Source: an optimization exercise on an open RTL-to-GDS flow (aim: small area). Production flows keep margins and buffers that such runs may drop. Function was checked by simulation only, so behaviour that the tests miss may differ from the original. No activity file was given, so power comes from the tool's default toggle rates.

==> design/flow/run.sh <==
#!/bin/bash
# synth_recipe.tcl (not shown) runs the flow's synth.tcl, then flattens the netlist and writes it again
# the make line also repeats each setting of config.mk as NAME=value (left out here)
make -C /OpenROAD-flow-scripts/flow DESIGN_CONFIG=/design/flow/config.mk WORK_HOME=/design/flow/orfs CLKGATE_MAP_FILE= SYNTH_SCRIPT=/design/flow/synth_recipe.tcl finish
==> design/flow/design.v <==
`default_nettype none
package core_pkg;
	typedef enum logic [3:0] {
		ALU_ADD,
		ALU_SUB,
		ALU_AND,
		ALU_OR,
		ALU_XOR,
		ALU_SLT,
		ALU_SLL,
		ALU_LUI
	} alu_op_t;
	typedef struct packed {
		logic                  valid;
		logic [32-1:0] pc;
		logic [32-1:0] inst;
	} fetch_pkt_t;
	typedef struct packed {
		logic                     valid;
		logic [32-1:0]    pc;
		alu_op_t                  alu_op;
		logic [32-1:0]    op_a;
		logic [32-1:0]    op_b;
		logic                     wen;
		logic [5-1:0] rd;
	} exec_pkt_t;
	typedef struct packed {
		logic                     valid;
		logic [32-1:0]    pc;
		logic                     wen;
		logic [5-1:0] rd;
		logic [32-1:0]    result;
	} wb_pkt_t;
endpackage
`default_nettype wire
`timescale 1ns/1ps
`default_nettype none
module inst_fetch (
	input  wire logic                  clk,
	input  wire logic                  resetn,
	output logic                       inst_req,
	output logic [32-1:0]      inst_addr,
	input  wire logic                  inst_addr_ok,
	input  wire logic                  inst_data_ok,
	input  wire logic [32-1:0] inst_rdata,
	output core_pkg::fetch_pkt_t       fetch
);
	logic [32-1:0] pc;
	logic [32-1:0] req_pc;
	logic                  started;
	logic                  outstanding;
	logic                  accepted;
	assign inst_req  = started && !outstanding;
	assign inst_addr = pc;
	assign accepted  = inst_req && inst_addr_ok;
	always_ff @(posedge clk)
	begin
		if (!resetn)
		begin
			pc          <= 32'hbfc00000;
			started     <= 1'b0;
			outstanding <= 1'b0;
		end
		else
		begin
			started <= 1'b1;
			if (accepted)
			begin
				pc          <= pc + 32'(4);
				outstanding <= 1'b1;
			end
			else if (inst_data_ok)
				outstanding <= 1'b0;
		end
	end
	always_ff @(posedge clk)
	begin
		if (accepted)
			req_pc <= pc;
	end
	always_ff @(posedge clk)
	begin
		if (inst_data_ok)
		begin
			fetch.pc   <= req_pc;
			fetch.inst <= inst_rdata;
		end
		fetch.valid <= inst_data_ok;
		if (!resetn)
			fetch.valid <= 1'b0;
	end
endmodule
`default_nettype wire
`timescale 1ns/1ps
`default_nettype none
module inst_decode (
	input  wire logic                     clk,
	input  wire logic                     resetn,
	input  wire core_pkg::fetch_pkt_t     fetch,
	output logic [5-1:0]      rs_addr,
	output logic [5-1:0]      rt_addr,
	input  wire logic [32-1:0]    rs_data,
	input  wire logic [32-1:0]    rt_data,
	input  wire logic                     ex_fwd_en,
	input  wire logic [5-1:0] ex_fwd_addr,
	input  wire logic [32-1:0]    ex_fwd_data,
	input  wire core_pkg::wb_pkt_t        wb,
	output core_pkg::exec_pkt_t           exec
);
	localparam logic [5:0] OP_SPECIAL = 6'h00;
	localparam logic [5:0] OP_ADDIU   = 6'h09;
	localparam logic [5:0] OP_ORI     = 6'h0d;
	localparam logic [5:0] OP_LUI     = 6'h0f;
	logic [5:0]               opcode;
	logic [5:0]               funct;
	logic [4:0]               shamt;
	logic [15:0]              imm;
	logic [5-1:0] rd;
	logic [32-1:0]    rs_val;
	logic [32-1:0]    rt_val;
	core_pkg::exec_pkt_t                nxt;
	assign opcode  = fetch.inst[31:26];
	assign rs_addr = fetch.inst[25:21];
	assign rt_addr = fetch.inst[20:16];
	assign rd      = fetch.inst[15:11];
	assign shamt   = fetch.inst[10:6];
	assign funct   = fetch.inst[5:0];
	assign imm     = fetch.inst[15:0];
	function automatic logic [32-1:0] operand(
		input logic [5-1:0] addr,
		input logic [32-1:0]    rf_data
	);
		if (ex_fwd_en && ex_fwd_addr == addr && addr != '0)
			operand = ex_fwd_data;
		else if (wb.valid && wb.wen && wb.rd == addr && addr != '0)
			operand = wb.result;
		else
			operand = rf_data;
	endfunction
	always_comb
	begin
		rs_val = operand(rs_addr, rs_data);
		rt_val = operand(rt_addr, rt_data);
	end
	always_comb
	begin
		nxt.valid  = fetch.valid;
		nxt.pc     = fetch.pc;
		nxt.alu_op = core_pkg::ALU_ADD;
		nxt.op_a   = rs_val;
		nxt.op_b   = rt_val;
		nxt.wen    = 1'b0;
		nxt.rd     = rd;
		case (opcode)
			OP_SPECIAL:
			begin
				nxt.wen = 1'b1;
				case (funct)
					6'h21: nxt.alu_op = core_pkg::ALU_ADD;
					6'h23: nxt.alu_op = core_pkg::ALU_SUB;
					6'h24: nxt.alu_op = core_pkg::ALU_AND;
					6'h25: nxt.alu_op = core_pkg::ALU_OR;
					6'h26: nxt.alu_op = core_pkg::ALU_XOR;
					6'h2a: nxt.alu_op = core_pkg::ALU_SLT;
					6'h00:
					begin
						nxt.alu_op = core_pkg::ALU_SLL;
						nxt.op_a   = {{(32-5){1'b0}}, shamt};
					end
					default: nxt.wen = 1'b0;
				endcase
			end
			OP_ADDIU:
			begin
				nxt.op_b = {{(32-16){imm[15]}}, imm};
				nxt.wen  = 1'b1;
				nxt.rd   = rt_addr;
			end
			OP_ORI, OP_LUI:
			begin
				nxt.alu_op = (opcode == OP_LUI) ? core_pkg::ALU_LUI : core_pkg::ALU_OR;
				nxt.op_b   = {{(32-16){1'b0}}, imm};
				nxt.wen    = 1'b1;
				nxt.rd     = rt_addr;
			end
			default: nxt.wen = 1'b0;
		endcase
	end
	always_ff @(posedge clk)
	begin
		exec <= nxt;
		if (!resetn)
			exec.valid <= 1'b0;
	end
endmodule
`default_nettype wire
`timescale 1ns/1ps
`default_nettype none
module alu_execute (
	input  wire logic                 clk,
	input  wire logic                 resetn,
	input  wire core_pkg::exec_pkt_t  exec,
	output logic                      fwd_en,
	output logic [5-1:0]  fwd_addr,
	output logic [32-1:0]     fwd_data,
	output core_pkg::wb_pkt_t         wb
);
	logic [32-1:0] result;
	always_comb
	begin
		case (exec.alu_op)
			core_pkg::ALU_ADD: result = exec.op_a + exec.op_b;
			core_pkg::ALU_SUB: result = exec.op_a - exec.op_b;
			core_pkg::ALU_AND: result = exec.op_a & exec.op_b;
			core_pkg::ALU_OR:  result = exec.op_a | exec.op_b;
			core_pkg::ALU_XOR: result = exec.op_a ^ exec.op_b;
			core_pkg::ALU_SLT: result = {{(32-1){1'b0}}, $signed(exec.op_a) < $signed(exec.op_b)};
			core_pkg::ALU_SLL: result = exec.op_b << exec.op_a[4:0];
			core_pkg::ALU_LUI: result = {exec.op_b[15:0], 16'h0000};
			default: result = '0;
		endcase
	end
	assign fwd_en   = exec.valid && exec.wen;
	assign fwd_addr = exec.rd;
	assign fwd_data = result;
	always_ff @(posedge clk)
	begin
		wb.valid  <= exec.valid;
		wb.pc     <= exec.pc;
		wb.wen    <= exec.wen;
		wb.rd     <= exec.rd;
		wb.result <= result;
		if (!resetn)
			wb.valid <= 1'b0;
	end
endmodule
`default_nettype wire
`timescale 1ns/1ps
`default_nettype none
module reg_file (
	input  wire logic                     clk,
	input  wire logic                     resetn,
	input  wire logic [5-1:0] raddr1,
	input  wire logic [5-1:0] raddr2,
	output logic [32-1:0]         rdata1,
	output logic [32-1:0]         rdata2,
	input  wire core_pkg::wb_pkt_t        wb
);
	logic [32-1:0] regs [32];
	logic                  wr_en;
	assign wr_en = wb.valid && wb.wen && wb.rd != '0;
	always_ff @(posedge clk)
	begin
		if (!resetn)
		begin
			for (int i = 0; i < 32; i++)
				regs[i] <= '0;
		end
		else if (wr_en)
			regs[wb.rd] <= wb.result;
	end
	assign rdata1 = (raddr1 == '0) ? '0 : regs[raddr1];
	assign rdata2 = (raddr2 == '0) ? '0 : regs[raddr2];
endmodule
`default_nettype wire
`timescale 1ns/1ps
`default_nettype none
module cpu_core (
	input  wire logic                  clk,
	input  wire logic                  resetn,
	output logic                       inst_req,
	output logic                       inst_wr,
	output logic [1:0]                 inst_size,
	output logic [32-1:0]      inst_addr,
	output logic [32-1:0]      inst_wdata,
	input  wire logic                  inst_addr_ok,
	input  wire logic                  inst_data_ok,
	input  wire logic [32-1:0] inst_rdata,
	output logic [32-1:0]      debug_wb_pc,
	output logic [3:0]                 debug_wb_rf_wen,
	output logic [4:0]                 debug_wb_rf_wnum,
	output logic [32-1:0]      debug_wb_rf_wdata
);
	core_pkg::fetch_pkt_t               fetch_pkt;
	core_pkg::exec_pkt_t                exec_pkt;
	core_pkg::wb_pkt_t                  wb_pkt;
	logic [5-1:0] rs_addr;
	logic [5-1:0] rt_addr;
	logic [32-1:0]    rs_data;
	logic [32-1:0]    rt_data;
	logic                     ex_fwd_en;
	logic [5-1:0] ex_fwd_addr;
	logic [32-1:0]    ex_fwd_data;
	assign inst_wr    = 1'b0;
	assign inst_size  = 2'd2;
	assign inst_wdata = '0;
	inst_fetch u_fetch (
		.clk          (clk         ),
		.resetn       (resetn      ),
		.inst_req     (inst_req    ),
		.inst_addr    (inst_addr   ),
		.inst_addr_ok (inst_addr_ok),
		.inst_data_ok (inst_data_ok),
		.inst_rdata   (inst_rdata  ),
		.fetch        (fetch_pkt   )
	);
	inst_decode u_decode (
		.clk         (clk        ),
		.resetn      (resetn     ),
		.fetch       (fetch_pkt  ),
		.rs_addr     (rs_addr    ),
		.rt_addr     (rt_addr    ),
		.rs_data     (rs_data    ),
		.rt_data     (rt_data    ),
		.ex_fwd_en   (ex_fwd_en  ),
		.ex_fwd_addr (ex_fwd_addr),
		.ex_fwd_data (ex_fwd_data),
		.wb          (wb_pkt     ),
		.exec        (exec_pkt   )
	);
	alu_execute u_execute (
		.clk      (clk        ),
		.resetn   (resetn     ),
		.exec     (exec_pkt   ),
		.fwd_en   (ex_fwd_en  ),
		.fwd_addr (ex_fwd_addr),
		.fwd_data (ex_fwd_data),
		.wb       (wb_pkt     )
	);
	reg_file u_regs (
		.clk    (clk    ),
		.resetn (resetn ),
		.raddr1 (rs_addr),
		.raddr2 (rt_addr),
		.rdata1 (rs_data),
		.rdata2 (rt_data),
		.wb     (wb_pkt )
	);
	assign debug_wb_pc       = wb_pkt.pc;
	assign debug_wb_rf_wen   = {4{wb_pkt.valid && wb_pkt.wen && wb_pkt.rd != '0}};
	assign debug_wb_rf_wnum  = wb_pkt.rd;
	assign debug_wb_rf_wdata = wb_pkt.result;
endmodule
`default_nettype wire
==> design/flow/constraint.sdc <==
create_clock -name core_clock -period 6.0 [get_ports {clk}]
set_input_delay 1.2000 -clock core_clock [delete_from_list [all_inputs] [get_ports {clk}]]
set_output_delay 1.2000 -clock core_clock [all_outputs]
set_load 0.01 [all_outputs]
==> design/flow/config.mk <==
export PLATFORM = sky130hd
export DESIGN_NAME = cpu_core
export DESIGN_NICKNAME = cpu_core
export VERILOG_FILES = /design/flow/design.v
export SDC_FILE = /design/flow/constraint.sdc
export NUM_CORES = 4
export LEC_CHECK = 0
export CAP_MARGIN = 20
export CORE_MARGIN = 2
export CORE_UTILIZATION = 40
export SLEW_MARGIN = 20
==> results.txt <==
TritonCTS Buffers = 144
CP startpoint kind = flip-flop
grt total ovfl = 0
initial DRC count = 6533
Die Y = 428 microns
Post-Synth Adder-Cell Area = 2.04%
post-cts sizing count = 0
Layout area overhead = 12.6%
root buf cell = clkbuf_16
Routability Congestion = 0.993
GRT Overall Usage = 26.5%
count leader, synth = edfxtp_1
Initial Utilization = 40.3%
H-tree depth = 4
Die X = 428 microns
unrepaired setup endpoints after global routing = false
Clock transition at path regs = 60 ps
Metal-1 WL = 95800 microns
xor and xnor area share after synthesis = 0.816%
complex-gate fraction of the synthesized area = 5.46%
Slew Limit Fails = 0
area of all placed cells without fillers = 81000 sq um
CP endpoint kind = flip-flop
Post-synth EDFFs = 1116
Vias = 46800
placed inst area = 76200 sq um
first-pass GRT wire length = 349000 microns
largest net degree at the start of global routing = 74
dpl hpwl = 164000 microns
number of remaining DRC errors = 0
vias in the first global route = 46100
IO Pins = 177
multiplexer share of the synthesized area = 22.3%
vias per inst = 6.15
Rows = 155
antenna viol nets, final = 0
TritonCTS clock tree = built
CTS Buffer Depth = 3
Synth Register Bits = 1332
CP required = 6650 ps
initial antenna violation count = 15
crit path DAT = 5840 ps
Routed WL = 245000 microns
Synth top area share = 46.6%
Hold Vio Cnt, Final = 0
count of unique library cells instantiated by Yosys = 83
met2 WL = 118000 microns
hold_ws = 324 ps
max_slew headroom = 20.6%
post-CTS setup repair buffer count = 0
fraction of final layout cells with drive strength greater than 1 = 23.1%
Clock Latency Late Sink = 830 ps
hold_buf cts = 0
critical path type = flip-flop to flip-flop
Area contributors post-synth = edfxtp_1 (47%), mux4_2 (21%), and2_1 (8.7%), dfxtp_1 (6.0%), ha_1 (2.0%)
synth cell count leaders = edfxtp_1 (1116), and2_1 (1005), mux4_2 (659), clkbuf_1 (376), nor2_1 (222)
DR WL met3 = 22200 microns
Place WS = 1010 ps
outcome = timing/DRC/antenna clean
register area share after synthesis = 52.6%
fin worst setup slack = 802 ps
max cap viols = 0
leading area contributor after synthesis = edfxtp_1
simple-gate portion of the synthesized area = 12.5%
synthesized area per cell = 13.9 sq um
Pwr Total = 27700 uW
worst slew pin tran = 1180 ps
largest family of logic cells by synthesized area = multiplexers
input/output buffers = 137
PD cells = 342 nW/um^2
worst hold path type = flip-flop to flip-flop
# clock sinks = 1332
Worst VDD drop = 0.000247 V
skew final = 46.3 ps
Cells after Synth = 5182
die area = 183000 sq um
wire per inst = 32.3 microns
Lkg Pwr = 0.0288 uW
period utilisation layout = 86.6%
fillcell total = 15600
Synth Flop Type = edfxtp_1
highest routed metal layer = met5
asr flop ratio synth = 0%
Max Clk Rate = 0.192 GHz
Placeable Area = 178000 sq um
crit path time final = 5200 ps
Post-Syn Area = 71900 sq um
Syn. warnings = 4
sum of negative setup slack = 0 ps
Total Nets Final = 5286
Pre-Repair DR Iteration Count = 8
CP max FO = 42
setup violators final = 0
## metal layers
metal	global-route usage (%)	vias up
met2	43.2	2563
li1	-	19300
met3	5.27	460
met1	35.1	24400
met4	9.73	2
met5	0	-
## metrics by stage
stage / instances / utilization [%]
floorplan: 5251 / -
global placement: 7331 / 42.6
detailed placement: 7341 / 42.7
CTS: 7600 / 45.4
global route: 7603 / 45.4
finish: 7606 / 45.4
## final cells by class
class | instances | area [sq um] | share of cell area, %
Sequential cell | 1332 | 37900 | 46.8
Multi-Input combinational cell | 3224 | 31900 | 39.4
Clock buffer | 187 | 3900 | 4.82
Timing Repair Buffer | 316 | 3140 | 3.87
Tap cell | 2355 | 2950 | 3.64
Clock inverter | 72 | 791 | 0.976
Inverter | 116 | 437 | 0.539
Antenna cell | 4 | 10.0 | 0.0124
## where the power goes
group          switching, uW  internal, uW
Sequential               626         10600
Clock                   3970          4850
Combinational           5000          2680
Total                   9600         18100
## flip-flops by register name, indices dropped and copies added (netlist names), named ones only
signal	cells
u_decode.exec	104
u_execute.wb	69
u_fetch.fetch	63
u_fetch.outstanding	1
u_fetch.pc	30
u_fetch.req_pc	30
u_fetch.started	1
u_regs.regs	1024
## logic make-up after synthesis
family                   after synthesis
XOR/XNOR                              67
AO/OA/AOI/OAI                        607
flip-flops                          1332
multiplexers                         772
buffers and inverters                695
AND/OR/NAND/NOR                     1591
other                                  2
adder cells (fa/ha/maj)              116
## placed cells by master (no fill, tap or decap), drive strengths merged, types with 9 or more instances in the layout
master | synthesis | routed
ha | 114 | 114
clkbuf | 376 | 187
a21oi | 141 | 141
nor2b | 15 | 15
or4 | 11 | 11
clkdlybuf4s50 | 0 | 135
xnor2 | 41 | 41
a211o | 10 | 10
clkinv | 1 | 64
conb | 2 | 71
nand2b | 16 | 16
and2 | 1005 | 1005
or2 | 10 | 10
and3 | 15 | 15
a31oi | 17 | 17
a22oi | 16 | 16
a221oi | 24 | 24
xor2 | 26 | 26
nor3 | 36 | 36
nand4 | 22 | 22
mux2 | 43 | 43
nand2 | 168 | 168
dfxtp | 216 | 216
a21o | 13 | 13
nor2 | 222 | 222
o221ai | 13 | 13
o31ai | 21 | 21
mux2i | 70 | 70
o22ai | 19 | 19
edfxtp | 1116 | 1116
mux4 | 659 | 659
buf | 203 | 181
o21ai | 177 | 177
nand3 | 30 | 30
a221o | 9 | 9
o211ai | 33 | 33
a211oi | 43 | 43
inv | 115 | 118
nor4 | 12 | 12
## worst paths after layout
path	from	endpoint	slack (ps)	cells past startpoint
min reg2reg	u_decode.exec[89]	u_execute.wb[53]	320	0
max reg2reg	u_decode.exec[38]	u_decode.exec[22]	800	13
min	u_decode.exec[89]	u_execute.wb[53]	320	0
max	u_decode.exec[38]	u_decode.exec[22]	800	13
## worst max-delay path, stage by stage (launching register included)
cell and delay (ps):
dfxtp_2 1000, inv_1 300, ha_1 360, fa_1 440, o21bai_1 200, a211oi_1 130, nor3b_1 830, o21ai_0 250
o41ai_1 500, a211o_1 200, a31oi_1 90, xnor2_1 170, a21oi_1 330, o221ai_1 190

afterwards: timing with drivers on the ports:
No port has a modelled driver above. Below, the same layout with a new extraction and two added sets of constraints.
Step 1 (the two cells are an assumption about what drives the block):
set clk [get_ports {clk}]
set_driving_cell -lib_cell sky130_fd_sc_hd__clkbuf_16 $clk
set_driving_cell -lib_cell sky130_fd_sc_hd__buf_2 [delete_from_list [all_inputs] $clk]
Step 2 moves the port delays by t, midway between the first and last clock arrival at a register: inputs arrive t later, outputs are due t later. That takes back most of the time a late clock gives input paths.
Three values: ideal ports, drivers, drivers and shift; two values: the first two.
shift t [ns]: 0.887
setup WS [ns]: 0.802 / 0.802 / 0.802
worst register clock-pin slew, ns: 0.07 / 0.07
After both steps this run still meets setup and hold. For this run, drivers alone change the setup slack by 0.000 ns; drivers and shift together by 0.000 ns.
